Background: an optimization exercise with open tools, aiming at small area, a short achievable clock period and few clock cycles. Do not read the settings as production practice.
At most, simulation tests tie the RTL to the original design; equivalence was not proved.
For runs 4 to 6, only the layout was checked, not whether the RTL still works.
Power figures rest on the tool's default switching activity, not on a simulated workload.

<file path="flow/flow/run.sh">
#!/bin/bash
# The standard layout, with plain buf_1 cells as the port buffers (ORFS's
# buffer_ports otherwise picks clkdlybuf4s50_1 delay cells).
set -e
export BUFFER_PORTS_ARGS="-buffer_cell sky130_fd_sc_hd__buf_1"
bash standard.sh > standard.log 2>&1
</file>
<file path="flow/standard.sh">
#!/bin/bash
# synth_recipe.tcl (not shown) runs the flow's synth.tcl, then flattens the netlist and writes it again
# the make line also repeats each setting of config.mk as NAME=value (left out here)
make -C /OpenROAD-flow-scripts/flow DESIGN_CONFIG=/design/flow/config.mk WORK_HOME=/design/flow/orfs CLKGATE_MAP_FILE= SYNTH_SCRIPT=/design/flow/synth_recipe.tcl "${@:-finish}"
</file>
<file path="flow/config.mk">
export PLATFORM = sky130hd
export DESIGN_NAME = note_ring_led_pulse_encoder
export DESIGN_NICKNAME = note_ring_led_pulse_encoder
export VERILOG_FILES = /design/flow/design.v
export SDC_FILE = /design/flow/constraint.sdc
export NUM_CORES = 4
export LEC_CHECK = 0
export CAP_MARGIN = 20
export CORE_MARGIN = 2
export CORE_UTILIZATION = 40
export SETUP_SLACK_MARGIN = 4.0
export SLEW_MARGIN = 20
</file>
<file path="flow/constraint.sdc">
create_clock -name core_clock -period 7.5 [get_ports {clk}]
set_input_delay 1.5000 -clock core_clock [delete_from_list [all_inputs] [get_ports {clk}]]
set_output_delay 1.5000 -clock core_clock [all_outputs]
set_load 0.01 [all_outputs]
</file>
<file path="flow/design.v">
module nrle_kpal (
  input  logic [3:0]  code,
  input  logic [1:0]  ch,
  output logic [12:0] k,
  output logic [14:0] k3
);
  logic [27:0] kk;
  always_comb begin
    case ({code, ch})
      {4'd1, 2'd1}: kk = {15'd12300, 13'd4100};   
      {4'd2, 2'd0}: kk = {15'd1236, 13'd412};   
      {4'd2, 2'd1}: kk = {15'd11064, 13'd3688};   
      {4'd3, 2'd0}: kk = {15'd3696, 13'd1232};   
      {4'd3, 2'd1}: kk = {15'd8604, 13'd2868};   
      {4'd4, 2'd0}: kk = {15'd3084, 13'd1028};   
      {4'd4, 2'd1}: kk = {15'd7989, 13'd2663};   
      {4'd4, 2'd2}: kk = {15'd1236, 13'd412};   
      {4'd5, 2'd0}: kk = {15'd4059, 13'd1353};   
      {4'd5, 2'd1}: kk = {15'd4059, 13'd1353};   
      {4'd5, 2'd2}: kk = {15'd4059, 13'd1353};   
      {4'd6, 2'd0}: kk = {15'd12300, 13'd4100};   
      {4'd7, 2'd0}: kk = {15'd9840, 13'd3280};   
      {4'd7, 2'd1}: kk = {15'd1845, 13'd615};   
      {4'd7, 2'd2}: kk = {15'd1845, 13'd615};   
      {4'd8, 2'd0}: kk = {15'd5778, 13'd1926};   
      {4'd8, 2'd1}: kk = {15'd987, 13'd329};   
      {4'd8, 2'd2}: kk = {15'd5409, 13'd1803};   
      {4'd9, 2'd0}: kk = {15'd987, 13'd329};   
      {4'd9, 2'd1}: kk = {15'd861, 13'd287};   
      {4'd9, 2'd2}: kk = {15'd10449, 13'd3483};   
      {4'd10, 2'd2}: kk = {15'd12300, 13'd4100};   
      {4'd11, 2'd1}: kk = {15'd6156, 13'd2052};   
      {4'd11, 2'd2}: kk = {15'd6156, 13'd2052};   
      {4'd12, 2'd1}: kk = {15'd10449, 13'd3483};   
      {4'd12, 2'd2}: kk = {15'd1845, 13'd615};   
      default:       kk = {15'd12, 13'd4};   
    endcase
  end
  assign k  = kk[12:0];
  assign k3 = kk[27:13];
endmodule
module nrle_bdig (
  input  logic [6:0]       bright,
  output logic [2:0][4:0]  sel
);
  logic [9:0] bx;
  assign bx = {2'b00, bright, 1'b0};
  always_comb begin
    for (int i = 0; i < 3; i++) begin
      logic [3:0] d;
      d = bx[3*i +: 4];
      sel[i][4] = d[3] && !(d[2] && d[1] && d[0]);
      sel[i][0] = (d == 4'd1) || (d == 4'd2) || (d == 4'd13) || (d == 4'd14);
      sel[i][1] = (d == 4'd3) || (d == 4'd4) || (d == 4'd11) || (d == 4'd12);
      sel[i][2] = (d == 4'd5) || (d == 4'd6) || (d == 4'd9)  || (d == 4'd10);
      sel[i][3] = (d == 4'd7) || (d == 4'd8);
    end
  end
endmodule
module nrle_lane (
  input  logic [12:0]      k,
  input  logic [14:0]      k3,
  input  logic [2:0][4:0]  sel,
  output logic [6:0]       level
);
  localparam logic [20:0] KEEP = ~21'd31;
  logic [20:0] q;
  always_comb begin
    q = '0;
    for (int i = 0; i < 3; i++) begin
      logic [15:0] m;
      logic        neg;
      logic [20:0] r;
      neg = sel[i][4];
      m   = ({16{sel[i][0]}} & {3'b000, k})       | ({16{sel[i][1]}} & {2'b00, k, 1'b0}) |
            ({16{sel[i][2]}} & {1'b0, k3})        | ({16{sel[i][3]}} & {1'b0, k, 2'b00});
      r   = {{5{neg}}, m ^ {16{neg}}};
      q   = q + ((r << (3*i)) & KEEP) + ((21'(neg) << (3*i)) & KEEP);
    end
  end
  assign level = q[18:12];
endmodule
module nrle_merge (
  input  logic [15:0] codes,    
  output logic [15:0] slots,
  output logic [1:0]  nm1
);
  logic [3:0] a;
  logic [3:0] c [4];
  logic       none01, one01, two01;         
  logic       none012, one012, two012, three012;
  always_comb begin
    for (int i = 0; i < 4; i++) begin
      c[i] = codes[4*i +: 4];
      a[i] = (c[i] != 4'd0) && (c[i] <= 4'd12);
    end
    none01   = !a[0] && !a[1];
    one01    = a[0] ^ a[1];
    two01    = a[0] && a[1];
    none012  = none01 && !a[2];
    one012   = (one01 && !a[2]) || (none01 && a[2]);
    two012   = (two01 && !a[2]) || (one01 && a[2]);
    three012 = two01 && a[2];
    slots[3:0]   = ({4{a[0]}} & c[0]) |
                   ({4{a[1] && !a[0]}} & c[1]) |
                   ({4{a[2] && none01}} & c[2]) |
                   ({4{a[3] && none012}} & c[3]);
    slots[7:4]   = ({4{a[1] && a[0]}} & c[1]) |
                   ({4{a[2] && one01}} & c[2]) |
                   ({4{a[3] && one012}} & c[3]);
    slots[11:8]  = ({4{a[2] && two01}} & c[2]) |
                   ({4{a[3] && two012}} & c[3]);
    slots[15:12] = ({4{a[3] && three012}} & c[3]);
    case (a)
      4'b0000, 4'b0001, 4'b0010, 4'b0100, 4'b1000: nm1 = 2'd0;
      4'b1111:                                     nm1 = 2'd3;
      4'b0111, 4'b1011, 4'b1101, 4'b1110:          nm1 = 2'd2;
      default:                                     nm1 = 2'd1;
    endcase
  end
endmodule
module nrle_emit (
  input  logic        clk,
  input  logic        rst_n,
  output logic        ready,      
  input  logic        load,       
  input  logic [15:0] slots_in,
  input  logic [1:0]  nm1_in,
  input  logic [6:0]  bright_in,
  input  logic        res_ready,
  output logic        res_valid,
  output logic [3:0]  res_led_index,
  output logic [1:0]  res_color_channel,
  output logic [6:0]  res_level,
  output logic        res_last
);
  logic        fresh_r;
  logic [15:0] q_r;
  logic [1:0]  qp_r;
  logic [1:0]  nm1q_r;
  logic [6:0]  brq_r;
  logic        busy_r;
  logic        take_r;     
  logic [12:0] k_r;
  logic [14:0] k3_r;
  logic [2:0][4:0] sel_r;
  logic [3:0]  code_r;
  logic [1:0]  nm1_r;
  logic [3:0]  led_r;
  logic [1:0]  ch_r;
  logic        vld_r;
  logic [3:0]  ri_r;
  logic [1:0]  rc_r;
  logic [6:0]  rl_r;
  logic        adv, w_last, w_lastseg, seg_end, start, take;
  logic [3:0]  w_led;
  logic [1:0]  w_ch, ch_nxt;
  logic [3:0]  code_nxt;
  logic [12:0] k_nxt;
  logic [14:0] k3_nxt;
  logic [2:0][4:0] sel_nxt;
  logic [6:0]  level;
  assign w_led = led_r;
  assign w_ch  = ch_r;
  assign w_last = (w_led == 4'd11) && (w_ch == 2'd2);
  always_comb begin
    case (nm1_r)
      2'd0: begin
        seg_end   = 1'b0;
        w_lastseg = 1'b1;
      end
      2'd1: begin
        seg_end   = (w_led == 4'd5);
        w_lastseg = (w_led >= 4'd6);
      end
      2'd2: begin
        seg_end   = (w_led == 4'd3) || (w_led == 4'd7);
        w_lastseg = (w_led >= 4'd8);
      end
      default: begin
        seg_end   = (w_led == 4'd2) || (w_led == 4'd5) || (w_led == 4'd8);
        w_lastseg = (w_led >= 4'd9);
      end
    endcase
  end
  assign ready = !fresh_r && (!busy_r || w_lastseg);
  assign start    = fresh_r && (!busy_r || w_last);
  assign take     = take_r;
  assign ch_nxt   = (w_ch == 2'd2) ? 2'd0 : w_ch + 2'd1;
  assign code_nxt = take ? q_r[4*qp_r +: 4] : code_r;
  nrle_kpal u_kpal (
    .code (code_nxt),
    .ch   (ch_nxt),
    .k    (k_nxt),
    .k3   (k3_nxt)
  );
  nrle_bdig u_bdig (
    .bright (brq_r),
    .sel    (sel_nxt)
  );
  nrle_lane u_lane (
    .k     (k_r),
    .k3    (k3_r),
    .sel   (sel_r),
    .level (level)
  );
  assign adv = !vld_r || res_ready;
  always_ff @(posedge clk) begin
    if (!rst_n) begin
      fresh_r <= 1'b0;
      busy_r  <= 1'b0;
      vld_r   <= 1'b0;
      ch_r    <= 2'd2;
      take_r  <= 1'b1;
    end else begin
      if (load) begin
        fresh_r <= 1'b1;
      end else if (adv && start) begin
        fresh_r <= 1'b0;
      end
      if (adv) begin
        busy_r <= (busy_r && !w_last) || fresh_r;
        vld_r  <= busy_r;
      end
      if (adv && (start || (busy_r && !w_last))) begin
        ch_r <= ch_nxt;
      end
      if (adv) begin
        take_r <= !((busy_r && !w_last) || fresh_r) ||
                  ((w_ch == 2'd1) && (seg_end || w_led == 4'd11));
      end
    end
  end
  always_ff @(posedge clk) begin
    if (load) begin
      q_r    <= slots_in;
      qp_r   <= 2'd0;
      nm1q_r <= nm1_in;
      brq_r  <= bright_in;
    end else if (adv && take && (start || (busy_r && !w_last))) begin
      qp_r <= qp_r + 2'd1;
    end
    if (adv && start) begin
      led_r <= 4'd0;
    end else if (adv && busy_r && !w_last && w_ch == 2'd2) begin
      led_r <= led_r + 4'd1;
    end
    if (adv && (start || (busy_r && !w_last))) begin
      k_r    <= k_nxt;
      k3_r   <= k3_nxt;
      code_r <= code_nxt;
    end
    if (adv && start) begin
      sel_r <= sel_nxt;
      nm1_r <= nm1q_r;
    end
    if (adv && busy_r) begin
      ri_r <= w_led;
      rc_r <= w_ch;
      rl_r <= level;
    end
  end
  assign res_valid         = vld_r;
  assign res_led_index     = ri_r;
  assign res_color_channel = rc_r;
  assign res_level         = rl_r;
  assign res_last          = (ri_r == 4'd11) && (rc_r == 2'd2);
endmodule
module note_ring_led_pulse_encoder (
  input  logic        clk,
  input  logic        rst_n,
  input  logic        in_valid,
  output logic        in_ready,
  input  logic [3:0]  note_first,
  input  logic [3:0]  note_second,
  input  logic [3:0]  note_third,
  input  logic [3:0]  note_fourth,
  output logic        out_valid,
  input  logic        out_ready,
  output logic [3:0]  out_led_index,
  output logic [1:0]  out_color_channel,
  output logic [6:0]  out_level,
  output logic [31:0] out_pulse_pattern,
  output logic        out_last,
  input  logic        cfg_we,
  input  logic [6:0]  cfg_wdata
);
  localparam logic [6:0] BRIGHT_MAX   = 7'd100;
  localparam logic [6:0] BRIGHT_RESET = 7'd10;
  logic [6:0]  bright_r;
  logic [15:0] slots;
  logic [1:0]  nm1;
  logic        load;
  always_ff @(posedge clk) begin
    if (!rst_n) begin
      bright_r <= BRIGHT_RESET;
    end else if (cfg_we) begin
      bright_r <= (cfg_wdata > BRIGHT_MAX) ? BRIGHT_MAX : cfg_wdata;
    end
  end
  assign load = rst_n && in_valid && in_ready;
  nrle_merge u_merge (
    .codes ({note_fourth, note_third, note_second, note_first}),
    .slots (slots),
    .nm1   (nm1)
  );
  nrle_emit u_emit (
    .clk               (clk),
    .rst_n             (rst_n),
    .ready             (in_ready),
    .load              (load),
    .slots_in          (slots),
    .nm1_in            (nm1),
    .bright_in         (bright_r),
    .res_ready         (out_ready),
    .res_valid         (out_valid),
    .res_led_index     (out_led_index),
    .res_color_channel (out_color_channel),
    .res_level         (out_level),
    .res_last          (out_last)
  );
  for (genvar k = 0; k < 8; k++) begin : g_pulse
    assign out_pulse_pattern[4*k +: 4] = {1'b1, (k < 7) ? out_level[k] : 1'b0, 2'b00};
  end
endmodule
</file>
==> reports/metrics.yaml, run 1 <==
yosysSeqAreaShare_pct: 41.1
worst_skew_pair.late_latency_ns: 0.36
io_pins: 76
hp-class: "flip-flop to flip-flop"
maxCapViolCount: 0
cpMaxStageDelayCell: "fa_1"
status: "complete, no violations"
final_common_cell: "edfxtp_1"
relSlewSlack_pct: 40.1
power.switching_mw: 1.47
diodes: 0
drtPass1Iterations: 9
path_clk_slew_ns: 0.07
tritoncts.num_buffers: 9
grt.overflow.total: 0
core_um2: 16600
synth_edf_count: 81
crit_path_max_fanout: 5
finalSetupTns_ns: 0
critPathBufInv: 2
finalCritPeriodShare_pct: 45.3
antenna_found_initial: 0
hpwlAfterDp_um: 11800
dieArea_um2: 18200
intPower_mw: 1.84
fmax_mhz: 294
layout_common_cells: "edfxtp_1 (81), nand2_1 (52), buf_1 (50)"
finish.utilization_pct: 45.4
cts_sinks: 100
finalHoldViolations: 0
crit_family: "compound AO/OA/AOI/OAI gates"
drc: 0
power_density_nw_per_um2: 439
p_clk_share_pct: 13.2
ys_warn_count: 7
vias_per_cell: 5.78
slew_viol_final: 0
cp-start-kind: "flip-flop"
swShare_pct: 44.5
endpoint_kind: "flip-flop"
ys_ff_latch: 100
grtUsageTotal_pct: 18.0
grt_pass1_vias: 5046
wl_um: 16800
grt_pass1_wl_um: 26000
p_comb_share_pct: 57.0
dieHeight_um: 135
clock_path_buffers: 2
h-tree-depth: 3
arrival_ns: 3.50
synth_cell_types: 73
finalSetupViolations: 0
portBuffers: 50
critical_path.max_stage_delay_ns: 0.51
cts_tree: "built"
synth_area_um2: 6840
cts_root_buf: "clkbuf_16"
globalplace.congestion: 0.882
area_delta_synth_final_pct: 10.4
wire_per_inst_um: 17.6
antenna_left: 0
finClkSkew_ns: 0.00970
rows: 47
synth_cells: 691
seq_power_share_pct: 29.8
vias: 5509
cpMostUsedCell: "xnor2_1"
p_leak_nw: 2.89
synthArstFlopShare_pct: 0
p_total_mw: 3.31
drive_gt1_share_pct: 9.96
rsz0062_at_grt: "no"
min_period_ns: 3.40
fin_nets: 791
drt_iter0_drc: 641
grt_max_degree: 29
worst-slew-pin-transition_ns: 0.886
syn_area_per_cell_um2: 9.90
path_cells: "buf_4 > a22o_1 > a221oi_1 > xnor2_1 > fa_1 > inv_1 > ha_1 > nand4_1 > or2_2 > o211ai_1 > a31oi_1 > xnor2_1"
synth_top_flop_cell: "edfxtp_1"
die_w_um: 135
criticalPathCategory: "flip-flop to flip-flop"
cp_data_required_time_ns: 7.61
hold_slack_ns: 0.423
ir_drop_uv: 218
start_util_pct: 41.1
==> flip-flops by register name (all words and copies together) (netlist names), 4 cells and up <==
| register | cells |
|---|---|
| u_emit.rl_r | 7 |
| u_emit.code_r | 4 |
| u_emit.sel_r | 12 |
| u_emit.k_r | 12 |
| u_emit.q_r | 16 |
| u_emit.ri_r | 4 |
| bright_r | 7 |
| u_emit.brq_r | 7 |
| u_emit.led_r | 4 |
| u_emit.k3_r | 13 |
==> kinds of logic (layout without fill, tap and decap cells) <==
logic type,Yosys count,count (layout),share of synthesized area [%]
xor+xnor,40,40,5.12
buf+inv,118,137,8.67
compound gates,209,209,22.3
mux,12,12,2.49
simple gates,175,175,12.5
flops,100,100,41.1
fa+ha+maj,35,35,7.72
other cells,2,25,0.110
==> synth_stat cells (all sizes together) (4+ instances only) <==
library cell / number / area share (%)
clkbuf: 33 / 1.8
a211oi: 5 / 0.62
a31oi: 6 / 0.55
a22o: 32 / 4.1
mux2i: 10 / 1.8
nand2b: 9 / 0.82
and2: 10 / 0.91
a21oi: 36 / 2.6
inv: 40 / 2.2
edfxtp: 81 / 36
nand2: 52 / 2.9
buf: 44 / 4.6
and3: 5 / 0.46
nand3: 13 / 0.95
nand4: 5 / 0.46
ha: 23 / 4.2
a21o: 5 / 0.55
a22oi: 14 / 1.5
o211ai: 7 / 0.77
fa: 12 / 3.5
o22ai: 5 / 0.46
xor2: 13 / 1.7
nor2b: 14 / 1.3
a21boi: 5 / 0.55
a222oi: 10 / 1.5
xnor2: 27 / 3.5
a221oi: 18 / 2.3
nor3: 9 / 0.66
o32a: 4 / 0.59
nor2: 43 / 2.4
o21ai: 34 / 2.5
dfxtp: 19 / 5.6
==> worst register-to-register path, stage by stage, from the launching register on <==
cell      delay [ns]
edfxtp_1        0.38
buf_4           0.17
a22o_1          0.24
a221oi_1        0.33
xnor2_1         0.15
fa_1            0.51
inv_1           0.04
ha_1            0.33
nand4_1         0.15
or2_2           0.34
o211ai_1        0.24
a31oi_1         0.14
xnor2_1         0.14
==> final cells by class <==
type	instances	area, um2
clock buffers	9	225
clock inverters	7	52.6
fillers	1557	9090
inverters	41	156
multi-input cells	496	3610
flip-flops and latches	100	2810
well taps	220	275
repair buffers	80	418
==> per-layer routing <==
layer  GRT usage, %  vias up  part of all wire, %
met4           7.72        0                  2.5
met5              0        -                    0
li1               -     2591                    -
met2           28.5      262                   47
met1           24.5     2625                   44
met3           2.93       31                  6.3
==> power groups by stage <==
stage	registers (mW)	logic, mW	clock network, mW
final	0.987	1.89	0.438
after global routing	1.00	2.10	0.464
after CTS	0.996	1.71	0.447
after detailed placement	1.01	1.70	0
after global placement	1.01	1.66	0
after floorplan	0.915	1.42	0
==> what timing repair did <==
action,in CTS,in global routing
gates resized for setup,1,14
gates cloned,0,0
endpoints found under the setup margin,5,7
buffers inserted,2,24
pin swaps,0,2
hold buffers,0,0
==> stage by stage <==
stage	instances	worst slack (ns)	area (um2)
6_report	953	4.10	7550
5_1_grt	953	3.95	7550
4_1_cts	929	4.03	7290
3_5_place_dp	911	3.88	7000
3_3_place_gp	910	3.91	6980
2_1_floorplan	714	4.13	6930
==> final timing paths <==
check / cells past startpoint / from / end / slack [ns]
worst min register to register: 0 / u_emit.nm1q_r[0] / u_emit.nm1_r[0] / 0.42
worst max register to register: 12 / u_emit.sel_r[3] / u_emit.rl_r[5] / 4.10
worst min-delay path: 0 / u_emit.nm1q_r[0] / u_emit.nm1_r[0] / 0.42
worst max-delay path: 12 / u_emit.sel_r[3] / u_emit.rl_r[5] / 4.10
Testbench counts, summed over its fixed seeds: cycles 13,848.
==> run 2, diff against run 1 <==
--- a/flow/config.mk
+++ b/flow/config.mk
@@ -9,4 +9,5 @@
 export CORE_MARGIN = 2
 export CORE_UTILIZATION = 40
+export CTS_BUF_LIST = sky130_fd_sc_hd__clkbuf_4 sky130_fd_sc_hd__clkbuf_8
 export SETUP_SLACK_MARGIN = 4.0
 export SLEW_MARGIN = 20
==> reports/metrics.yaml, run 2 <==
status: "complete, no violations"
vias_per_cell: 5.70
drc: 0
synth_commonest_cells: "edfxtp_1 (81), nand2_1 (52), nor2_1 (43)"
p_leak_nw: 2.85
dieHeight_um: 135
fin_nets: 791
cts_tree: "built"
cp-start-kind: "flip-flop"
yosysMostFrequentCell: "edfxtp_1"
drtPass1Iterations: 8
ir_drop_uv: 217
portBuffers: 50
synth_area_um2: 6840
final_common_cell: "edfxtp_1"
largest_register: "u_emit.q_r"
r2r_slack_ns: 4.10
io_pins: 76
vias: 5434
met3_usage_pct: 2.70
grt_pass1_vias: 5035
synth_area_leaders: "edfxtp_1 (36%), dfxtp_1 (5.6%), ha_1 (4.2%), a22o_1 (4.1%), buf_4 (3.6%)"
finClkSkew_ns: 0.0134
finalHoldViolations: 0
cts_sinks: 100
r2r-start: "u_emit.sel_r[2]"
reg2regPathDepth: 11
layout_common_cells: "edfxtp_1 (81), nand2_1 (52), buf_1 (50)"
grt.overflow.total: 0
wl_um: 16700
dp_slack_ns: 3.88
power_density_nw_per_um2: 427
grt_util_met2_pct: 28.4
die_w_um: 135
ys_ff_latch: 100
min_period_ns: 3.40
rsz0062_at_grt: "no"
diodes: 0
start_util_pct: 41.1
setup.worst_path.start: "u_emit.sel_r[2]"
yosys.area.top_type: "edfxtp_1"
drive_gt1_share_pct: 10.1
finalSetupTns_ns: 0
globalplace.congestion: 0.882
clock_path_buffers: 2
ys_warn_count: 7
grtUsageTotal_pct: 17.9
met1_usage_pct: 24.4
cts_root_buf: "clkbuf_8"
cts_hold_buf: 0
cp_data_required_time_ns: 7.63
reg_top3: "u_emit.q_r: 16 flops, u_emit.k3_r: 13 flops"
relSlewSlack_pct: 39.1
antenna_left: 0
synth_cells: 691
worst-slew-pin-transition_ns: 0.900
synth_top_flop_cell: "edfxtp_1"
finalSetupViolations: 0
crit_path_max_fanout: 9
wire_per_inst_um: 17.5
syn_area_per_cell_um2: 9.90
hpwlAfterDp_um: 11800
fin_ws_ns: 4.10
endpoint_kind: "flip-flop"
fin_area_um2: 7450
arrival_ns: 3.53
finalCritPeriodShare_pct: 45.3
slew_viol_final: 0
busiest_layer: "met2"
criticalPathCategory: "flip-flop to flip-flop"
n_fill_cell: 1564
worst_skew_pair.late_latency_ns: 0.38
grt_max_degree: 29
drt_iter0_drc: 708
area_delta_synth_final_pct: 8.96
tritoncts.num_buffers: 9
grt_pass1_wl_um: 26000
core_um2: 16600
maxCapViolCount: 0
fmax_mhz: 294
yosysSeqAreaShare_pct: 41.1
rr_endpoint: "u_emit.rl_r[5]"
synthArstFlopShare_pct: 0
h-tree-depth: 3
path_clk_slew_ns: 0.10
synth_edf_count: 81
synth_cell_types: 73
yosysTopAreaCellShare_pct: 35.6
largest_reg_flops: 16
dieArea_um2: 18200
antenna_found_initial: 0
rows: 47
place_area_um2: 7000
crit_end: "u_emit.rl_r[5]"
hp-class: "flip-flop to flip-flop"
-- run 2: cell counts after synthesis --
No cell type changed its count.
-- run 2: routing by layer --
| layer | vias to the layer above | wire length [um] |
|---|---|---|
| met5 | - | 0 |
| met4 | 0 | 483 |
| met3 | 40 | 968 |
| met2 | 252 | 7840 |
| met1 | 2558 | 7390 |
| li1 | 2584 | - |
-- run 2: worst min path at each step --
| stage | to | cells after the start | startpoint |
|---|---|---|---|
| 6_report | u_emit.nm1_r[0] | 0 | u_emit.nm1q_r[0] |
| 5_1_grt | u_emit.nm1_r[0] | 0 | u_emit.nm1q_r[0] |
| 4_1_cts | u_emit.nm1_r[0] | 0 | u_emit.nm1q_r[0] |
| 3_5_place_dp | u_emit.nm1_r[0] | 0 | u_emit.nm1q_r[0] |
| 3_3_place_gp | u_emit.nm1_r[0] | 0 | u_emit.nm1q_r[0] |
| 2_1_floorplan | u_emit.nm1_r[0] | 0 | u_emit.nm1q_r[0] |
-- run 2: logic make-up after synthesis --
kind of cell,count (synthesis),share of synthesized area [%]
other,2,0.110
buffers and inverters,118,8.67
adder cells (fa/ha/maj),35,7.72
AND/OR/NAND/NOR,175,12.5
multiplexers,12,2.49
AO/OA/AOI/OAI,209,22.3
XOR/XNOR,40,5.12
flip-flops,100,41.1
-- run 2: report_power, final --
part           internal (mW)  leakage (nW)  switching, mW
clock network          0.122        0.0848          0.195
logic                  0.777          1.84           1.11
registers              0.830         0.926          0.153
total                   1.73          2.85           1.45
-- run 2: metrics by stage --
stage / util (%) / cells / hold slack [ns] / power (mW)
floorplan: - / 714 / 0.400 / 2.34
global placement: 41.9 / 910 / 0.404 / 2.67
detailed placement: 42.0 / 911 / 0.410 / 2.71
CTS: 43.2 / 929 / 0.434 / 3.03
global route: 44.8 / 953 / 0.450 / 3.44
finish: 44.8 / 953 / 0.429 / 3.19
-- run 2: cell type report --
class | count | area (um2) | share of cell area [%]
timing repair buffer | 80 | 418 | 5.61
inverter | 41 | 156 | 2.10
sequential | 100 | 2810 | 37.7
clock buffer | 9 | 124 | 1.66
clock inverter | 7 | 52.6 | 0.705
multi-input combinational | 496 | 3610 | 48.5
tap | 220 | 275 | 3.69
-- run 2: what timing repair did --
action,CTS,global route
setup endpoints to repair,5,7
pin swaps,0,2
gates resized for setup,1,15
buffers inserted,2,24
-- run 2: worst max-delay path, cell delays in order, from the launching register on --
cell      delay, ns
edfxtp_1       0.53
a22o_1         0.26
a221oi_1       0.33
xnor2_1        0.15
fa_1           0.51
inv_1          0.04
ha_1           0.33
nand4_1        0.15
or2_2          0.34
o211ai_1       0.24
a31oi_1        0.14
xnor2_1        0.14
==> run 3, diff against run 2 <==
--- a/flow/config.mk
+++ b/flow/config.mk
@@ -6,8 +6,9 @@
 export NUM_CORES = 4
 export LEC_CHECK = 0
+export ABC_AREA = 1
 export CAP_MARGIN = 20
 export CORE_MARGIN = 2
 export CORE_UTILIZATION = 40
-export CTS_BUF_LIST = sky130_fd_sc_hd__clkbuf_4 sky130_fd_sc_hd__clkbuf_8
-export SETUP_SLACK_MARGIN = 4.0
+export CTS_BUF_LIST = sky130_fd_sc_hd__clkbuf_8
+export SETUP_SLACK_MARGIN = 4.2
 export SLEW_MARGIN = 20
==> reports/metrics.yaml, run 3 <==
status: "complete, no violations"
seq_area_um2: 2820
n_fill_cell: 1705
hp-class: "flip-flop to flip-flop"
ir_drop_uv: 280
endpoint_kind: "flip-flop"
start_util_pct: 40.4
finalSetupTns_ns: 0
wire_per_inst_um: 14.6
antenna_left: 0
tritoncts.num_buffers: 9
synth_area_leaders: "edfxtp_1 (35%), nand2_1 (9.7%), inv_1 (5.8%), dfxtp_1 (5.5%), ha_1 (4.2%)"
syn_area_per_cell_um2: 8.23
arrival_ns: 3.34
cp_data_required_time_ns: 7.62
hpwlAfterDp_um: 12600
finalSetupViolations: 0
busiest_layer: "met2"
largest_reg_flops: 16
clock_path_buffers: 2
layout_common_cells: "nand2_1 (179), inv_1 (98), edfxtp_1 (81)"
finalCritPeriodShare_pct: 42.8
grt_max_degree: 35
yosysSeqAreaShare_pct: 40.8
hold_slack_ns: 0.434
ys_ff_latch: 100
power_density_nw_per_um2: 485
finalHoldViolations: 0
relSlewSlack_pct: 55.7
yosysTopAreaCellShare_pct: 35.3
criticalPathCategory: "flip-flop to flip-flop"
wl_um: 16400
fin_nets: 951
drive_gt1_share_pct: 10.9
synth_cells: 838
grt_util_met2_pct: 30.7
core_um2: 17100
multi_input_area_um2: 3490
area_delta_synth_final_pct: 9.78
cts_sinks: 100
drt_iter0_drc: 547
synth_edf_count: 81
grt_pass1_vias: 5498
synth_area_um2: 6900
synth_commonest_cells: "nand2_1 (179), inv_1 (106), edfxtp_1 (81)"
die_w_um: 135
grtUsageTotal_pct: 18.2
grt.overflow.total: 0
r2r_slack_ns: 4.29
met3_usage_pct: 2.88
cts_hold_buf: 0
rows: 48
min_period_ns: 3.21
largest_register: "u_emit.q_r"
yosys.area.top_type: "edfxtp_1"
h-tree-depth: 3
drtPass1Iterations: 5
finish.utilization_pct: 44.4
synth_top_flop_cell: "edfxtp_1"
slew_viol_final: 0
worst_skew_pair.late_latency_ns: 0.37
finClkSkew_ns: 0.0186
antenna_found_initial: 1
path_clk_slew_ns: 0.10
final_common_cell: "nand2_1"
worst-slew-pin-transition_ns: 0.664
p_leak_nw: 3.21
ys_warn_count: 7
globalplace.congestion: 0.946
synth_cell_types: 45
drc: 0
cts_root_buf: "clkbuf_8"
dieArea_um2: 18300
grt_pass1_wl_um: 26500
io_pins: 76
reg_top3: "u_emit.q_r: 16 flops, u_emit.k3_r: 13 flops"
fmax_mhz: 311
cts_tree: "built"
met1_usage_pct: 23.4
synthArstFlopShare_pct: 0
yosysMostFrequentCell: "nand2_1"
vias: 5817
dieHeight_um: 135
maxCapViolCount: 0
rsz0062_at_grt: "yes"
portBuffers: 50
vias_per_cell: 5.20
crit_path_max_fanout: 7
cp-start-kind: "flip-flop"
==> run 3: cell count changes in the layout (fill, tap and decap cells not counted), sizes merged, moves of 11 or more <==
cell   change
nand3     +38
xor2      +13
a22oi     -12
nor2      +32
o22ai     +28
o21ai     +33
nand2    +128
nor2b     -14
buf       -11
a22o      -32
xnor2     -25
inv       +74
==> run 3: final cells by class <==
type	instances	area share [%]
inverter	115	5.85
tap	225	3.72
antenna	1	0.0330
timing repair buffer	68	4.28
clock inverter	5	0.859
multi-input combinational	594	46.0
sequential	100	37.2
clock buffer	11	2.00
==> run 3: worst paths after layout <==
| kind | startpoint | end | cells past startpoint |
|---|---|---|---|
| worst max-delay path | u_emit.sel_r[2] | u_emit.rl_r[5] | 12 |
| worst min-delay path | bright_r[6] | u_emit.brq_r[6] | 0 |
| worst max register to register | u_emit.sel_r[2] | u_emit.rl_r[5] | 12 |
| worst min register to register | bright_r[6] | u_emit.brq_r[6] | 0 |
==> run 3: metrics by stage <==
| stage | power (mW) | cells | worst slack (ns) | instance area (um2) |
|---|---|---|---|---|
| after floorplan | 2.68 | 861 | 4.31 | 6990 |
| after global placement | 3.19 | 1089 | 4.15 | 7140 |
| after detailed placement | 3.18 | 1089 | 4.10 | 7140 |
| after CTS | 3.57 | 1106 | 4.20 | 7370 |
| after global routing | 4.01 | 1118 | 4.12 | 7570 |
| final | 3.68 | 1119 | 4.29 | 7570 |
==> run 3: logic make-up after synthesis <==
| group | Yosys count | synth area share, % |
|---|---|---|
| buf+inv | 167 | 11.4 |
| xor+xnor | 28 | 3.55 |
| fa+ha+maj | 35 | 7.65 |
| compound gates | 169 | 15.7 |
| other cells | 2 | 0.109 |
| flops | 100 | 40.8 |
| simple gates | 337 | 20.8 |
==> run 3: timing repair <==
| action | in CTS | in global routing |
|---|---|---|
| setup endpoints to repair | 3 | 7 |
| gates resized for setup | 3 | 34 |
| setup buffers | 1 | 12 |
| pin swaps | 0 | 2 |
| hold endpoints to repair | 0 | 0 |
==> run 3: report_power, final <==
group | internal [mW] | total, mW | leakage [nW] | switching, mW
registers | 0.870 | 1.00 | 0.929 | 0.133
logic | 0.797 | 2.30 | 2.17 | 1.51
clock network | 0.177 | 0.371 | 0.112 | 0.194
==> run 3: layer usage <==
layer | vias up | part of all wire [%]
met3 | 35 | 4.9
li1 | 2888 | -
met1 | 2706 | 45
met2 | 188 | 48
met5 | - | 0
met4 | 0 | 2.5
==> run 3: worst max-delay path, stage by stage, from the launching register on <==
cell and delay (ns):
edfxtp_1 0.53, buf_4 0.19, a221oi_2 0.30, xor2_1 0.27
fa_1 0.45, inv_1 0.06, ha_1 0.28, a21oi_1 0.17
o21ai_0 0.19, a221oi_2 0.30, nand2_1 0.09, nand2_1 0.06
nand2_1 0.07
==> run 4, diff against run 3 <==
--- a/flow/design.v
+++ b/flow/design.v
@@ -142,4 +142,5 @@
   logic        busy_r;
   logic        take_r;     
+  logic        ready_r;    
   logic [12:0] k_r;
   logic [14:0] k3_r;
@@ -184,5 +185,23 @@
     endcase
   end
-  assign ready = !fresh_r && (!busy_r || w_lastseg);
+  logic       fresh_n, busy_n, wadv;
+  logic [3:0] led_n;
+  logic [1:0] nm1_n;
+  logic       lastseg_n;
+  assign wadv    = adv && (start || (busy_r && !w_last));
+  assign fresh_n = load || (fresh_r && !(adv && start));
+  assign busy_n  = adv ? ((busy_r && !w_last) || fresh_r) : busy_r;
+  assign led_n   = (adv && start) ? 4'd0 :
+                   (wadv && w_ch == 2'd2) ? led_r + 4'd1 : led_r;
+  assign nm1_n   = (adv && start) ? nm1q_r : nm1_r;
+  always_comb begin
+    case (nm1_n)
+      2'd0:    lastseg_n = 1'b1;
+      2'd1:    lastseg_n = (led_n >= 4'd6);
+      2'd2:    lastseg_n = (led_n >= 4'd8);
+      default: lastseg_n = (led_n >= 4'd9);
+    endcase
+  end
+  assign ready = ready_r;
   assign start    = fresh_r && (!busy_r || w_last);
   assign take     = take_r;
@@ -213,5 +232,7 @@
       ch_r    <= 2'd2;
       take_r  <= 1'b1;
+      ready_r <= 1'b1;
     end else begin
+      ready_r <= !fresh_n && (!busy_n || lastseg_n);
       if (load) begin
         fresh_r <= 1'b1;
--- a/flow/config.mk
+++ b/flow/config.mk
@@ -11,4 +11,4 @@
 export CORE_UTILIZATION = 40
 export CTS_BUF_LIST = sky130_fd_sc_hd__clkbuf_8
-export SETUP_SLACK_MARGIN = 4.2
+export SETUP_SLACK_MARGIN = 4.0
 export SLEW_MARGIN = 20
==> reports/metrics.yaml, run 4 <==
die_w_um: 137
endpoint_kind: "flip-flop"
layout_common_cells: "nand2_1 (183), inv_1 (114), edfxtp_1 (79)"
syn_area_per_cell_um2: 8.19
wire_per_inst_um: 14.6
maxCapViolCount: 0
min_period_ns: 3.28
slew_viol_final: 0
cts_tree: "built"
relSlewSlack_pct: 33.3
finClkSkew_ns: 0.0253
grt_pass1_vias: 5334
cts_setup_buffers: 0
drtPass1Iterations: 8
finalCritPeriodShare_pct: 43.8
wl_um: 16500
grt_pass1_wl_um: 27000
critical_path.max_stage_delay_ns: 0.56
p_leak_nw: 3.27
status: "complete, no violations"
hpwlAfterDp_um: 12700
yosysSeqAreaShare_pct: 39.8
clock_path_buffers: 2
cpMaxStageDelayCell: "fa_1"
drc: 0
finalSetupViolations: 0
worst_skew_pair.late_latency_ns: 0.41
synth_top_flop_cell: "edfxtp_1"
cp-start-kind: "flip-flop"
tritoncts.num_buffers: 9
vias_per_cell: 5.24
synthArstFlopShare_pct: 0
antenna_left: 0
largest_reg_flops: 16
path_clk_slew_ns: 0.12
grt_max_degree: 39
start_util_pct: 40.9
cts_sinks: 101
reg_top3: "u_emit.q_r: 16 flops, u_emit.k3_r: 13 flops"
diodes: 0
crit_path_max_fanout: 10
path_cells: "clkinv_1 > o22ai_1 > a221oi_1 > xor2_1 > fa_1 > inv_1 > ha_1 > a21o_1 > a21oi_1 > nor2_1 > a211oi_1 > nand2_1 > nand2_1 > nand2_1"
grtUsageTotal_pct: 18.3
yosys.area.top_type: "edfxtp_1"
synth_edf_count: 79
cp_data_required_time_ns: 7.68
worst-slew-pin-transition_ns: 0.999
synth_commonest_cells: "nand2_1 (183), inv_1 (116), edfxtp_1 (79)"
drive_gt1_share_pct: 7.55
synth_cell_types: 50
ys_warn_count: 7
hp-class: "flip-flop to flip-flop"
cpMostUsedCell: "nand2_1"
crit_family: "compound AO/OA/AOI/OAI gates"
portBuffers: 50
area_delta_synth_final_pct: 6.43
dieHeight_um: 137
place_area_um2: 7280
hold_slack_ns: 0.442
largest_register: "u_emit.q_r"
h-tree-depth: 3
vias: 5901
arrival_ns: 3.46
final_common_cell: "nand2_1"
finalHoldViolations: 0
io_pins: 76
cts_hold_buf: 0
synth_area_leaders: "edfxtp_1 (34%), nand2_1 (9.7%), dfxtp_1 (6.2%), inv_1 (6.2%), ha_1 (4.1%)"
fin_nets: 959
critPathBufInv: 2
drt_iter0_drc: 481
power_density_nw_per_um2: 518
finish.utilization_pct: 43.5
grt.overflow.total: 0
dieArea_um2: 18700
synth_area_um2: 7070
cts_root_buf: "clkbuf_8"
synth_cells: 863
globalplace.congestion: 0.953
ir_drop_uv: 301
yosysMostFrequentCell: "nand2_1"
criticalPathCategory: "flip-flop to flip-flop"
n_fill_cell: 1769
cts.repair.resized: 0
finalSetupTns_ns: 0
core_um2: 17300
rsz0062_at_grt: "no"
antenna_found_initial: 0
fin_area_um2: 7520
ys_ff_latch: 101
yosysTopAreaCellShare_pct: 33.6
fmax_mhz: 304
rows: 48
## run 4: layer usage
layer  vias up  wire (um)  global-route usage [%]
li1       2933          -                       -
met1      2738       7570                    24.8
met2       208       7800                    30.1
met3        22        822                    2.67
met4         0        297                    6.07
met5         -          0                       0
## run 4: cell families after synthesis
kind of cell,Yosys count,share of synthesized area [%]
AND/OR/NAND/NOR,331,20.8
AO/OA/AOI/OAI,185,16.1
buffers and inverters,178,11.8
flip-flops,101,39.8
adder cells (fa/ha/maj),35,7.47
XOR/XNOR,31,3.84
other,2,0.106
## run 4: area by class of cell
type	instances	area, um2	share of cell area, %
well taps	225	282	3.74
clock buffers	9	124	1.65
flip-flops and latches	101	2810	37.4
repair buffers	51	195	2.59
inverters	126	480	6.39
clock inverters	7	83.8	1.11
multi-input cells	607	3540	47.1
## run 4: worst paths after layout
check	from	to	slack, ns	cells past startpoint
max	u_emit.sel_r[5]	u_emit.rl_r[5]	4.22	14
min	bright_r[6]	u_emit.brq_r[6]	0.44	0
max reg2reg	u_emit.sel_r[5]	u_emit.rl_r[5]	4.22	14
min reg2reg	bright_r[6]	u_emit.brq_r[6]	0.44	0
## run 4: where the power goes
part	switching [mW]	internal (mW)	leakage, nW
Sequential	0.157	0.903	0.935
Clock	0.235	0.137	0.106
Combinational	1.62	0.848	2.23
## run 4: metrics by stage
step | setup slack, ns | instances | total power [mW]
finish | 4.22 | 1126 | 3.90
global route | 4.00 | 1126 | 4.29
CTS | 4.08 | 1126 | 3.87
detailed placement | 4.02 | 1110 | 3.48
global placement | 4.07 | 1110 | 3.50
floorplan | 4.16 | 886 | 2.95
==> run 5, diff against run 4 <==
--- a/flow/config.mk
+++ b/flow/config.mk
@@ -11,4 +11,4 @@
 export CORE_UTILIZATION = 40
 export CTS_BUF_LIST = sky130_fd_sc_hd__clkbuf_8
-export SETUP_SLACK_MARGIN = 4.0
+export SETUP_SLACK_MARGIN = 4.3
 export SLEW_MARGIN = 20
==> reports/metrics.yaml, run 5 <==
relSlewSlack_pct: 33.8
status: "complete, no violations"
yosysSeqAreaShare_pct: 39.8
syn_area_per_cell_um2: 8.19
seq_power_share_pct: 25.9
setup.worst_path.start: "u_emit.sel_r[5]"
antenna_found_initial: 0
rr_endpoint: "u_emit.rl_r[3]"
arrival_ns: 3.25
crit_end: "u_emit.rl_r[3]"
fin_nets: 970
core_um2: 17300
synth_area_leaders: "edfxtp_1 (34%), nand2_1 (9.7%), dfxtp_1 (6.2%), inv_1 (6.2%), ha_1 (4.1%)"
yosysMostFrequentCell: "nand2_1"
globalplace.congestion: 0.924
endpoint_kind: "flip-flop"
area_delta_synth_final_pct: 10.4
largest_register: "u_emit.q_r"
synthArstFlopShare_pct: 0
grt.overflow.total: 0
grt_pass1_wl_um: 26000
diodes: 0
cts_tree: "built"
synth_top_flop_cell: "edfxtp_1"
cts_sinks: 101
h-tree-depth: 3
reg2regPathDepth: 12
portBuffers: 50
largest_reg_flops: 16
finalSetupViolations: 0
antenna_left: 0
path_clk_slew_ns: 0.10
power_density_nw_per_um2: 526
vias: 5812
min_period_ns: 3.12
intPower_mw: 2.04
finalHoldViolations: 0
yosysTopAreaCellShare_pct: 33.6
n_fill_cell: 1726
ir_drop_uv: 372
cpMaxStageDelayCell: "fa_1"
slew_viol_final: 0
wl_um: 16300
cpMostUsedCell: "xor2_1"
swShare_pct: 50.2
finClkSkew_ns: 0.0166
r2r-start: "u_emit.sel_r[5]"
synth_cell_types: 50
p_comb_share_pct: 66.1
drc: 0
criticalPathCategory: "flip-flop to flip-flop"
grt_pass1_vias: 5346
synth_edf_count: 79
rows: 48
finalCritPeriodShare_pct: 41.6
wire_per_inst_um: 14.4
synth_area_um2: 7070
tritoncts.num_buffers: 9
drtPass1Iterations: 5
finalSetupTns_ns: 0
cp-start-kind: "flip-flop"
crit_path_max_fanout: 5
cp_data_required_time_ns: 7.63
start_util_pct: 40.9
clock_path_buffers: 2
layout_common_cells: "nand2_1 (181), inv_1 (110), edfxtp_1 (79)"
path_cells: "clkinvlp_4 > o22ai_2 > a221oi_2 > xor2_1 > fa_1 > inv_1 > ha_1 > a21oi_2 > o21ai_0 > a211oi_1 > o21ai_1 > xor2_1"
fmax_mhz: 320
io_pins: 76
drt_iter0_drc: 590
vias_per_cell: 5.11
power.switching_mw: 2.06
yosys.area.top_type: "edfxtp_1"
dieArea_um2: 18700
critical_path.max_stage_delay_ns: 0.55
hp-class: "flip-flop to flip-flop"
maxCapViolCount: 0
p_leak_nw: 3.34
rsz0062_at_grt: "yes"
worst-slew-pin-transition_ns: 0.992
synth_commonest_cells: "nand2_1 (183), inv_1 (116), edfxtp_1 (79)"
p_clk_share_pct: 8.1
reg_top3: "u_emit.q_r: 16 flops, u_emit.k3_r: 13 flops"
ys_warn_count: 7
grtUsageTotal_pct: 17.5
ys_ff_latch: 101
hpwlAfterDp_um: 12400
hold_slack_ns: 0.435
dieHeight_um: 137
grt_max_degree: 39
cts_hold_buf: 0
p_total_mw: 4.10
drive_gt1_share_pct: 12.8
r2r_slack_ns: 4.38
cts_root_buf: "clkbuf_8"
die_w_um: 137
worst_skew_pair.late_latency_ns: 0.38
synth_cells: 863
seq_area_um2: 2810
multi_input_area_um2: 3760
final_common_cell: "nand2_1"
[run 5: worst min path at each step]
stage | from | to | slack (ns) | cells past startpoint
after floorplan | bright_r[0] | u_emit.brq_r[0] | 0.40 | 0
after global placement | bright_r[0] | u_emit.brq_r[0] | 0.41 | 0
after detailed placement | bright_r[0] | u_emit.brq_r[0] | 0.41 | 0
after CTS | bright_r[0] | u_emit.brq_r[0] | 0.44 | 0
after global routing | bright_r[0] | u_emit.brq_r[0] | 0.44 | 0
final | bright_r[0] | u_emit.brq_r[0] | 0.43 | 0
[run 5: layout make-up]
type / count / area share (%)
Clock buffer: 10 / 1.76
Clock inverter: 6 / 0.577
Inverter: 126 / 6.20
Multi-Input combinational cell: 607 / 48.2
Sequential cell: 101 / 36.0
Tap cell: 225 / 3.61
Timing Repair Buffer: 61 / 3.46
Timing Repair inverter: 1 / 0.0962
[run 5: per-layer routing]
metal,global-route usage (%),vias up,share of wire (%)
li1,-,2943,-
met1,24.0,2684,48
met2,27.8,151,46
met3,2.93,34,3.9
met4,6.41,0,2.7
met5,0,-,0
[run 5: timing repair]
item                       CTS  global route
pin swaps                    0            11
setup endpoints to repair    6            17
setup buffers                0            10
cloned                       0             1
resized for setup            4            53
[run 5: power by group through the flow]
stage	Clock (mW)	Sequential, mW	Combinational (mW)
finish	0.331	1.06	2.71
global route	0.364	1.09	3.06
CTS	0.341	1.05	2.40
detailed placement	0	1.06	2.37
global placement	0	1.06	2.36
floorplan	0	1.00	1.95
[run 5: per-stage QoR]
stage | instances | worst slack (ns) | util, % | instance area (um2)
after detailed placement | 1110 | 3.83 | 42.1 | 7280
after global routing | 1137 | 4.25 | 45.1 | 7800
after CTS | 1126 | 4.26 | 43.3 | 7490
final | 1137 | 4.38 | 45.1 | 7800
after floorplan | 886 | 4.35 | - | 7160
after global placement | 1110 | 3.88 | 42.1 | 7280
[run 5: kinds of logic after synthesis]
group	Yosys count	share of synthesized area, %
other cells	2	0.106
compound gates	185	16.1
fa+ha+maj	35	7.47
flops	101	39.8
simple gates	331	20.8
xor+xnor	31	3.84
buf+inv	178	11.8
[run 5: critical path: cells and delay by family, from the launching register on]
family | cells | cell delay, ns
fa+ha+maj | 2 | 0.88
buf+inv | 2 | 0.29
compound gates | 6 | 0.84
flops | 1 | 0.50
xor+xnor | 2 | 0.35
==> run 6, diff against run 5 <==
--- a/flow/design.v
+++ b/flow/design.v
@@ -9,5 +9,5 @@
     case ({code, ch})
       {4'd1, 2'd1}: kk = {15'd12300, 13'd4100};   
-      {4'd2, 2'd0}: kk = {15'd1236, 13'd412};   
+      {4'd2, 2'd0}: kk = {15'd1239, 13'd413};   
       {4'd2, 2'd1}: kk = {15'd11064, 13'd3688};   
       {4'd3, 2'd0}: kk = {15'd3696, 13'd1232};   
@@ -15,10 +15,10 @@
       {4'd4, 2'd0}: kk = {15'd3084, 13'd1028};   
       {4'd4, 2'd1}: kk = {15'd7989, 13'd2663};   
-      {4'd4, 2'd2}: kk = {15'd1236, 13'd412};   
-      {4'd5, 2'd0}: kk = {15'd4059, 13'd1353};   
-      {4'd5, 2'd1}: kk = {15'd4059, 13'd1353};   
-      {4'd5, 2'd2}: kk = {15'd4059, 13'd1353};   
+      {4'd4, 2'd2}: kk = {15'd1239, 13'd413};   
+      {4'd5, 2'd0}: kk = {15'd4071, 13'd1357};   
+      {4'd5, 2'd1}: kk = {15'd4071, 13'd1357};   
+      {4'd5, 2'd2}: kk = {15'd4071, 13'd1357};   
       {4'd6, 2'd0}: kk = {15'd12300, 13'd4100};   
-      {4'd7, 2'd0}: kk = {15'd9840, 13'd3280};   
+      {4'd7, 2'd0}: kk = {15'd9852, 13'd3284};   
       {4'd7, 2'd1}: kk = {15'd1845, 13'd615};   
       {4'd7, 2'd2}: kk = {15'd1845, 13'd615};   
@@ -30,6 +30,6 @@
       {4'd9, 2'd2}: kk = {15'd10449, 13'd3483};   
       {4'd10, 2'd2}: kk = {15'd12300, 13'd4100};   
-      {4'd11, 2'd1}: kk = {15'd6156, 13'd2052};   
-      {4'd11, 2'd2}: kk = {15'd6156, 13'd2052};   
+      {4'd11, 2'd1}: kk = {15'd6189, 13'd2063};   
+      {4'd11, 2'd2}: kk = {15'd6189, 13'd2063};   
       {4'd12, 2'd1}: kk = {15'd10449, 13'd3483};   
       {4'd12, 2'd2}: kk = {15'd1845, 13'd615};   
==> reports/metrics.yaml, run 6 <==
criticalPathCategory: "flip-flop to flip-flop"
grt_pass1_wl_um: 25400
antenna_found_initial: 0
reg2regPathDepth: 12
final_cells: 1142
reg_top3: "u_emit.q_r: 16 flops, u_emit.k3_r: 13 flops"
min_to: "u_emit.brq_r[4]"
path_cells: "clkinvlp_4 > o22ai_1 > a221oi_1 > xor2_1 > fa_1 > inv_1 > ha_1 > a21oi_2 > o21ai_0 > a211oi_1 > o21ai_1 > xor2_1"
yosysMostFrequentCell: "nand2_1"
cts_sinks: 101
cpMaxStageDelayCell: "fa_1"
cpMostUsedCell: "xor2_1"
rows: 48
arrival_ns: 3.26
cts_hold_buf: 0
min_period_ns: 3.14
antenna_left: 0
slew_viol_final: 0
fmax_mhz: 319
start_util_pct: 40.8
cp-start-kind: "flip-flop"
yosysTopAreaCellShare_pct: 33.7
cts_tree: "built"
drtPass1Iterations: 6
final_common_cell: "nand2_1"
layout_common_cells: "nand2_1 (187), inv_1 (118), edfxtp_1 (79)"
core_um2: 17200
maxCapViolCount: 0
r2r-start: "u_emit.sel_r[5]"
crit_path_max_fanout: 5
endpoint_kind: "flip-flop"
rr_endpoint: "u_emit.rl_r[3]"
grt_pass1_vias: 5155
finalCritPeriodShare_pct: 41.8
largest_register: "u_emit.q_r"
hpwlAfterDp_um: 12300
globalplace.congestion: 0.933
diodes: 0
synth_cell_types: 47
post-place-cells: 1121
status: "complete, no violations"
die_w_um: 137
finish.utilization_pct: 44.4
p_total_mw: 3.80
fin_nets: 975
hold_path_depth: 0
p_leak_nw: 3.35
route.top_layer_used: "met4"
synth_edf_count: 79
synth_area_leaders: "edfxtp_1 (34%), nand2_1 (10%), inv_1 (6.7%), dfxtp_1 (6.3%), ha_1 (4.1%)"
relSlewSlack_pct: 32.8
dieArea_um2: 18700
finalSetupViolations: 0
wl_met2_um: 7560
finClkSkew_ns: 0.0213
area_delta_synth_final_pct: 8.70
cts_root_buf: "clkbuf_8"
wire_per_inst_um: 14.0
path_clk_slew_ns: 0.09
ys_warn_count: 7
wl_met1_um: 7240
synth_commonest_cells: "nand2_1 (188), inv_1 (125), edfxtp_1 (79)"
fin_ws_ns: 4.36
critPathBufInv: 2
portBuffers: 50
clock_path_buffers: 2
grtUsageTotal_pct: 17.2
h-tree-depth: 3
dr_wl_met3_um: 799
synth_area_um2: 7030
synth_top_flop_cell: "edfxtp_1"
worst-slew-pin-transition_ns: 1.01
hp-class: "flip-flop to flip-flop"
dieHeight_um: 137
drc: 0
drt_iter0_drc: 465
yosysSeqAreaShare_pct: 40.0
synth_cells: 874
vias_per_cell: 5.07
synthArstFlopShare_pct: 0
critical_path.max_stage_delay_ns: 0.56
yosys.area.top_type: "edfxtp_1"
hold_path_startpoint: "bright_r[4]"
vias: 5795
cp_data_required_time_ns: 7.63
ir_drop_uv: 365
worst_skew_pair.late_latency_ns: 0.38
wl_um: 16000
tritoncts.num_buffers: 9
grt.overflow.total: 0
drive_gt1_share_pct: 9.92
largest_reg_flops: 16
io_pins: 76
syn_area_per_cell_um2: 8.05
crit_family: "compound AO/OA/AOI/OAI gates"
r2r_slack_ns: 4.36
finalHoldViolations: 0
power_density_nw_per_um2: 497
finalSetupTns_ns: 0
ys_ff_latch: 101
dp_slack_ns: 4.00
rsz0062_at_grt: "yes"
grt_max_degree: 38
run 6: repair_timing:
item                       CTS  global route
pin swaps                    0             5
setup endpoints to repair    3            13
setup buffers                0             3
cloned                       0             2
gates resized for setup      3            41
run 6: worst max path at each step:
stage                                from             end  slack, ns  cells past startpoint
after CTS                 u_emit.sel_r[6]  u_emit.rl_r[6]       4.30                     13
after global placement          out_ready  u_emit.ready_r       4.05                     11
after global routing      u_emit.sel_r[5]  u_emit.rl_r[6]       4.20                     13
final                     u_emit.sel_r[5]  u_emit.rl_r[3]       4.36                     12
after detailed placement        out_ready  u_emit.ready_r       4.00                     11
after floorplan           u_emit.sel_r[6]  u_emit.rl_r[6]       4.40                     14
run 6: through the flow:
stage / instance area [um2] / hold slack (ns)
2_1_floorplan: 7140 / 0.403
3_3_place_gp: 7260 / 0.409
3_5_place_dp: 7260 / 0.413
4_1_cts: 7450 / 0.435
5_1_grt: 7640 / 0.451
6_report: 7640 / 0.436
run 6: cell families (layout without fill, tap and decap cells):
family,Yosys count,after routing,share of synthesized area (%)
buf+inv,182,201,12.0
compound gates,168,168,15.1
other cells,2,25,0.107
fa+ha+maj,35,35,7.51
flops,101,101,40.0
xor+xnor,31,31,3.86
simple gates,355,356,21.5
run 6: worst register-to-register path, stage by stage (launching register included):
cell and delay (ns):
edfxtp_1 0.50, clkinvlp_4 0.17, o22ai_1 0.10, a221oi_1 0.27
xor2_1 0.15, fa_1 0.56, inv_1 0.04, ha_1 0.33
a21oi_2 0.17, o21ai_0 0.10, a211oi_1 0.20, o21ai_1 0.12
xor2_1 0.16
run 6: layout make-up:
| type | count | area, um2 |
|---|---|---|
| inverters | 130 | 494 |
| clock buffers | 9 | 124 |
| fillers | 1708 | 9590 |
| repair buffers | 54 | 230 |
| multi-input cells | 615 | 3630 |
| well taps | 225 | 282 |
| repair inverters | 1 | 7.51 |
| clock inverters | 7 | 66.3 |
| flip-flops and latches | 101 | 2810 |
run 6: power breakdown:
part | total [mW] | internal [mW] | switching, mW | leakage [nW]
Sequential | 1.05 | 0.889 | 0.158 | 0.935
Combinational | 2.42 | 0.857 | 1.56 | 2.31
Clock | 0.337 | 0.153 | 0.184 | 0.107
Total | 3.80 | 1.90 | 1.90 | 3.35
run 6: metal layers:
metal	up-vias	GRT usage [%]
li1	2956	-
met1	2638	22.8
met2	172	27.8
met3	29	3.07
met4	0	7.00
met5	-	0
==> run 7, diff against run 6 <==
--- a/flow/design.v
+++ b/flow/design.v
@@ -142,5 +142,4 @@
   logic        busy_r;
   logic        take_r;     
-  logic        ready_r;    
   logic [12:0] k_r;
   logic [14:0] k3_r;
@@ -185,23 +184,5 @@
     endcase
   end
-  logic       fresh_n, busy_n, wadv;
-  logic [3:0] led_n;
-  logic [1:0] nm1_n;
-  logic       lastseg_n;
-  assign wadv    = adv && (start || (busy_r && !w_last));
-  assign fresh_n = load || (fresh_r && !(adv && start));
-  assign busy_n  = adv ? ((busy_r && !w_last) || fresh_r) : busy_r;
-  assign led_n   = (adv && start) ? 4'd0 :
-                   (wadv && w_ch == 2'd2) ? led_r + 4'd1 : led_r;
-  assign nm1_n   = (adv && start) ? nm1q_r : nm1_r;
-  always_comb begin
-    case (nm1_n)
-      2'd0:    lastseg_n = 1'b1;
-      2'd1:    lastseg_n = (led_n >= 4'd6);
-      2'd2:    lastseg_n = (led_n >= 4'd8);
-      default: lastseg_n = (led_n >= 4'd9);
-    endcase
-  end
-  assign ready = ready_r;
+  assign ready = !fresh_r && (!busy_r || w_lastseg);
   assign start    = fresh_r && (!busy_r || w_last);
   assign take     = take_r;
@@ -232,7 +213,5 @@
       ch_r    <= 2'd2;
       take_r  <= 1'b1;
-      ready_r <= 1'b1;
     end else begin
-      ready_r <= !fresh_n && (!busy_n || lastseg_n);
       if (load) begin
         fresh_r <= 1'b1;
--- a/flow/config.mk
+++ b/flow/config.mk
@@ -6,9 +6,7 @@
 export NUM_CORES = 4
 export LEC_CHECK = 0
-export ABC_AREA = 1
 export CAP_MARGIN = 20
 export CORE_MARGIN = 2
 export CORE_UTILIZATION = 40
-export CTS_BUF_LIST = sky130_fd_sc_hd__clkbuf_8
-export SETUP_SLACK_MARGIN = 4.3
+export SETUP_SLACK_MARGIN = 4.0
 export SLEW_MARGIN = 20
==> reports/metrics.yaml, run 7 <==
yosysTopAreaCellShare_pct: 35.8
die_w_um: 134
dieArea_um2: 18000
finalCritPeriodShare_pct: 45.8
wire_per_inst_um: 17.1
cts_sinks: 100
cts_tree: "built"
synth_cells: 687
crit_family: "compound AO/OA/AOI/OAI gates"
start_util_pct: 40.9
finClkSkew_ns: 0.00503
finish.utilization_pct: 45.6
grt.overflow.total: 0
finalHoldViolations: 0
cts_root_buf: "clkbuf_16"
met1_usage_pct: 23.6
synth_top_flop_cell: "edfxtp_1"
fin_ws_ns: 4.07
busiest_layer: "met2"
post-place-cells: 906
yosysSeqAreaShare_pct: 41.4
layout_common_cells: "edfxtp_1 (81), nand2_1 (51), buf_1 (50)"
h-tree-depth: 3
finalSetupTns_ns: 0
final_common_cell: "edfxtp_1"
antenna_left: 0
fin_nets: 797
tritoncts.num_buffers: 9
core_um2: 16600
synth_edf_count: 81
hold_path_startpoint: "u_emit.nm1q_r[1]"
critPathBufInv: 2
grt_pass1_vias: 4804
hp-class: "flip-flop to flip-flop"
drtPass1Iterations: 7
vias_per_cell: 5.65
diodes: 0
finalSetupViolations: 0
cp-start-kind: "flip-flop"
drive_gt1_share_pct: 11.6
rsz0062_at_grt: "no"
drt_iter0_drc: 542
dp_slack_ns: 3.75
clock_path_buffers: 2
rows: 47
relSlewSlack_pct: 43.7
setup.worst_path.start: "u_emit.sel_r[3]"
path_cells: "buf_4 > a22o_1 > a221oi_1 > xnor2_1 > fa_1 > inv_1 > ha_1 > and4_1 > nand2_1 > o21ai_4 > nand4_1 > a221oi_2"
crit_path_max_fanout: 6
synth_cell_types: 69
antenna_found_initial: 0
criticalPathCategory: "flip-flop to flip-flop"
globalplace.congestion: 0.904
ys_warn_count: 7
ir_drop_uv: 217
p_leak_nw: 2.90
r2r-start: "u_emit.sel_r[3]"
arrival_ns: 3.60
seq_area_um2: 2810
yosys.area.top_type: "edfxtp_1"
grt_util_met2_pct: 26.7
cp_data_required_time_ns: 7.67
p_total_mw: 3.22
grt_pass1_wl_um: 24900
drc: 0
cts_hold_buf: 0
fmax_mhz: 291
status: "complete, no violations"
portBuffers: 50
synth_commonest_cells: "edfxtp_1 (81), nand2_1 (51), a21oi_1 (44)"
maxCapViolCount: 0
dieHeight_um: 134
largest_reg_flops: 16
met3_usage_pct: 4.12
final_cells: 959
area_delta_synth_final_pct: 11.4
vias: 5423
reg_top3: "u_emit.q_r: 16 flops, u_emit.k3_r: 13 flops"
slew_viol_final: 0
cpMaxStageDelayCell: "fa_1"
largest_register: "u_emit.q_r"
synthArstFlopShare_pct: 0
io_pins: 76
syn_area_per_cell_um2: 9.88
synth_area_leaders: "edfxtp_1 (36%), dfxtp_1 (5.6%), a22o_1 (4.4%), ha_1 (4.2%), xnor2_1 (3.9%)"
grtUsageTotal_pct: 17.4
worst_skew_pair.late_latency_ns: 0.35
path_clk_slew_ns: 0.07
wl_um: 16400
yosysMostFrequentCell: "edfxtp_1"
hpwlAfterDp_um: 11600
endpoint_kind: "flip-flop"
power_density_nw_per_um2: 426
grt_max_degree: 28
critical_path.max_stage_delay_ns: 0.51
ys_ff_latch: 100
worst-slew-pin-transition_ns: 0.833
n_fill_cell: 1557
min_period_ns: 3.43
multi_input_area_um2: 3550
synth_area_um2: 6790
run 7: metal layers:
layer,vias to the layer above,share of wire [%]
li1,2588,-
met1,2575,45
met2,222,46
met3,38,5.9
met4,0,2.7
met5,-,0
run 7: repair_timing:
action,4_1_cts,5_1_grt
pin swaps,0,3
setup buffers,5,32
resized for setup,2,13
setup endpoints to repair,3,6
run 7: worst paths after layout:
check,to,cells after the start,slack [ns]
worst max-delay path,u_emit.rl_r[4],12,4.07
worst min-delay path,u_emit.nm1_r[1],0,0.43
worst max register to register,u_emit.rl_r[4],12,4.07
worst min register to register,u_emit.nm1_r[1],0,0.43
run 7: worst register-to-register path, stage by stage (launching register included):
cell      delay (ns)
edfxtp_1        0.38
buf_4           0.17
a22o_1          0.23
a221oi_1        0.36
xnor2_1         0.15
fa_1            0.51
inv_1           0.04
ha_1            0.35
and4_1          0.25
nand2_1         0.13
o21ai_4         0.25
nand4_1         0.16
a221oi_2        0.27
run 7: layout make-up:
type / instances / area share, %
Multi-Input combinational cell: 493 / 46.9
Sequential cell: 100 / 37.2
Timing Repair Buffer: 90 / 6.38
Tap cell: 220 / 3.64
Clock buffer: 12 / 3.54
Inverter: 40 / 2.02
Clock inverter: 4 / 0.347
run 7: stage by stage:
step                      area (um2)  hold WS (ns)
after floorplan                 6880         0.400
after global placement          6920         0.413
after detailed placement        6920         0.409
after CTS                       7260         0.426
after global routing            7570         0.438
final                           7570         0.426
run 7: logic make-up after synthesis:
| family | Yosys count | synth area share, % |
|---|---|---|
| compound gates | 205 | 21.5 |
| simple gates | 173 | 12.5 |
| buf+inv | 117 | 8.81 |
| flops | 100 | 41.4 |
| xor+xnor | 41 | 5.29 |
| fa+ha+maj | 35 | 7.78 |
| mux | 14 | 2.63 |
| other cells | 2 | 0.111 |
run 7: report_power, final:
group	switching (mW)	internal (mW)
Sequential	0.149	0.827
Clock	0.207	0.256
Combinational	1.04	0.743
Testbench counts of run 7, summed over its fixed seeds: cycles 13,848.
==> run 8, diff against run 7 <==
--- a/flow/config.mk
+++ b/flow/config.mk
@@ -6,7 +6,9 @@
 export NUM_CORES = 4
 export LEC_CHECK = 0
+export ABC_AREA = 1
 export CAP_MARGIN = 20
 export CORE_MARGIN = 2
 export CORE_UTILIZATION = 40
+export CTS_BUF_LIST = sky130_fd_sc_hd__clkbuf_8
 export SETUP_SLACK_MARGIN = 4.0
 export SLEW_MARGIN = 20
==> reports/metrics.yaml, run 8 <==
io_pins: 76
synth_area_leaders: "edfxtp_1 (35%), nand2_1 (10%), inv_1 (5.6%), dfxtp_1 (5.5%), ha_1 (4.1%)"
path_clk_slew_ns: 0.10
dieHeight_um: 136
fin_area_um2: 7390
largest_register: "u_emit.q_r"
yosysSeqAreaShare_pct: 40.5
wire_per_inst_um: 14.3
hpwlAfterDp_um: 12600
seq_power_share_pct: 28.5
cts_hold_buf: 0
endpoint_kind: "flip-flop"
drtPass1Iterations: 5
die_w_um: 136
p_leak_nw: 3.19
h-tree-depth: 3
final_common_cell: "nand2_1"
syn_area_per_cell_um2: 8.21
globalplace.congestion: 0.928
maxCapViolCount: 0
n_fill_cell: 1702
synthMuxAreaShare_pct: 0
arrival_ns: 3.43
grtUsageTotal_pct: 18.0
diodes: 0
p_comb_share_pct: 61.4
seq_area_um2: 2810
finalSetupTns_ns: 0
finalSetupViolations: 0
ys_ff_latch: 100
synth_xor_area_share_pct: 3.40
tritoncts.num_buffers: 9
hp-class: "flip-flop to flip-flop"
cp_data_required_time_ns: 7.64
synth_cells: 846
p_total_mw: 3.42
critical_path.max_stage_delay_ns: 0.52
finish.utilization_pct: 43.2
multi_input_area_um2: 3450
cpMostUsedCell: "nand2_1"
drc: 0
yosys.area_share.adder_pct: 7.60
yosysMostFrequentCell: "nand2_1"
cpMaxStageDelayCell: "fa_1"
synth_area_um2: 6950
place_area_um2: 7170
fin_nets: 944
fmax_mhz: 304
path_cells: "inv_1 > o22ai_1 > a221oi_1 > xor2_1 > fa_1 > inv_1 > ha_1 > a21oi_1 > o21ai_0 > a221oi_1 > nand2_1 > nand2_1 > nand2_1"
area_delta_synth_final_pct: 6.34
grt_pass1_wl_um: 26100
rows: 48
core_um2: 17100
grt_pass1_vias: 5346
intPower_mw: 1.74
clock_path_buffers: 2
antenna_left: 0
finClkSkew_ns: 0.0156
ys_warn_count: 7
grt_max_degree: 31
drt_iter0_drc: 445
cts_sinks: 100
yosysTopAreaCellShare_pct: 35.0
slew_viol_final: 0
yosys.area.top_type: "edfxtp_1"
synthArstFlopShare_pct: 0
yosys.area_share.simple_pct: 21.6
p_clk_share_pct: 10.1
worst_skew_pair.late_latency_ns: 0.37
crit_path_max_fanout: 7
dieArea_um2: 18400
ir_drop_uv: 297
power_density_nw_per_um2: 463
min_period_ns: 3.29
crit_family: "compound AO/OA/AOI/OAI gates"
vias: 5765
synth_edf_count: 81
synth_top_flop_cell: "edfxtp_1"
antenna_found_initial: 0
synth_commonest_cells: "nand2_1 (187), inv_1 (104), edfxtp_1 (81)"
synth_compound_area_share_pct: 15.6
start_util_pct: 40.6
power.switching_mw: 1.68
worst-slew-pin-transition_ns: 0.737
finalHoldViolations: 0
swShare_pct: 49.1
grt.overflow.total: 0
drive_gt1_share_pct: 6.55
synth_cell_types: 48
cts_root_buf: "clkbuf_8"
wl_um: 15900
status: "complete, no violations"
vias_per_cell: 5.19
cp-start-kind: "flip-flop"
reg_top3: "u_emit.q_r: 16 flops, u_emit.k3_r: 13 flops"
portBuffers: 50
relSlewSlack_pct: 50.7
layout_common_cells: "nand2_1 (187), inv_1 (103), edfxtp_1 (81)"
criticalPathCategory: "flip-flop to flip-flop"
largest_reg_flops: 16
cts_setup_buffers: 0
rsz0062_at_grt: "no"
cts_tree: "built"
critPathBufInv: 2
finalCritPeriodShare_pct: 43.9
synth_top_family_by_area: "simple AND/OR/NAND/NOR gates"
## run 8: power by group through the flow
stage	clock network [mW]	logic, mW	registers, mW
after global placement	0	2.09	0.988
after global routing	0.376	2.39	0.996
final	0.345	2.10	0.975
after floorplan	0	1.68	0.939
after CTS	0.359	2.10	0.977
after detailed placement	0	2.09	0.990
## run 8: layout make-up
class                      count  share of cell area [%]
multi-input combinational    604                    46.7
clock inverter                 6                   0.898
inverter                     114                    5.88
clock buffer                  10                    1.86
timing repair buffer          52                    2.74
tap                          225                    3.81
sequential                   100                    38.1
## run 8: timing repair
action / 4_1_cts / 5_1_grt
resized for setup: 0 / 4
hold endpoints to repair: 0 / 0
setup endpoints to repair: 0 / 3
## run 8: path summary, 6_finish.rpt
| kind | slack (ns) | from | cells past startpoint | to |
|---|---|---|---|---|
| worst max register to register | 4.21 | u_emit.sel_r[0] | 13 | u_emit.rl_r[5] |
| worst min-delay path | 0.44 | bright_r[6] | 0 | u_emit.brq_r[6] |
| worst min register to register | 0.44 | bright_r[6] | 0 | u_emit.brq_r[6] |
| worst max-delay path | 4.21 | u_emit.sel_r[0] | 13 | u_emit.rl_r[5] |
## run 8: metal layers
layer  vias to the layer above  global-route usage (%)  part of all wire [%]
met5                         -                       0                     0
met4                         0                    7.58                   2.7
met1                      2656                    22.3                    43
met2                       187                    31.5                    49
met3                        37                    2.43                   4.6
li1                       2885                       -                     -
## run 8: per-stage QoR
step	hold WS, ns	cells	worst slack [ns]
3_5_place_dp	0.417	1095	3.85
4_1_cts	0.441	1111	4.04
6_report	0.438	1111	4.21
3_3_place_gp	0.414	1095	3.90
5_1_grt	0.449	1111	4.03
2_1_floorplan	0.400	869	4.37
## run 8: kinds of logic (layout without fill, tap and decap cells)
kind of cell | Yosys count | in the layout
XOR/XNOR | 27 | 27
adder cells (fa/ha/maj) | 35 | 35
other | 2 | 25
AO/OA/AOI/OAI | 171 | 171
AND/OR/NAND/NOR | 346 | 346
flip-flops | 100 | 100
buffers and inverters | 165 | 182
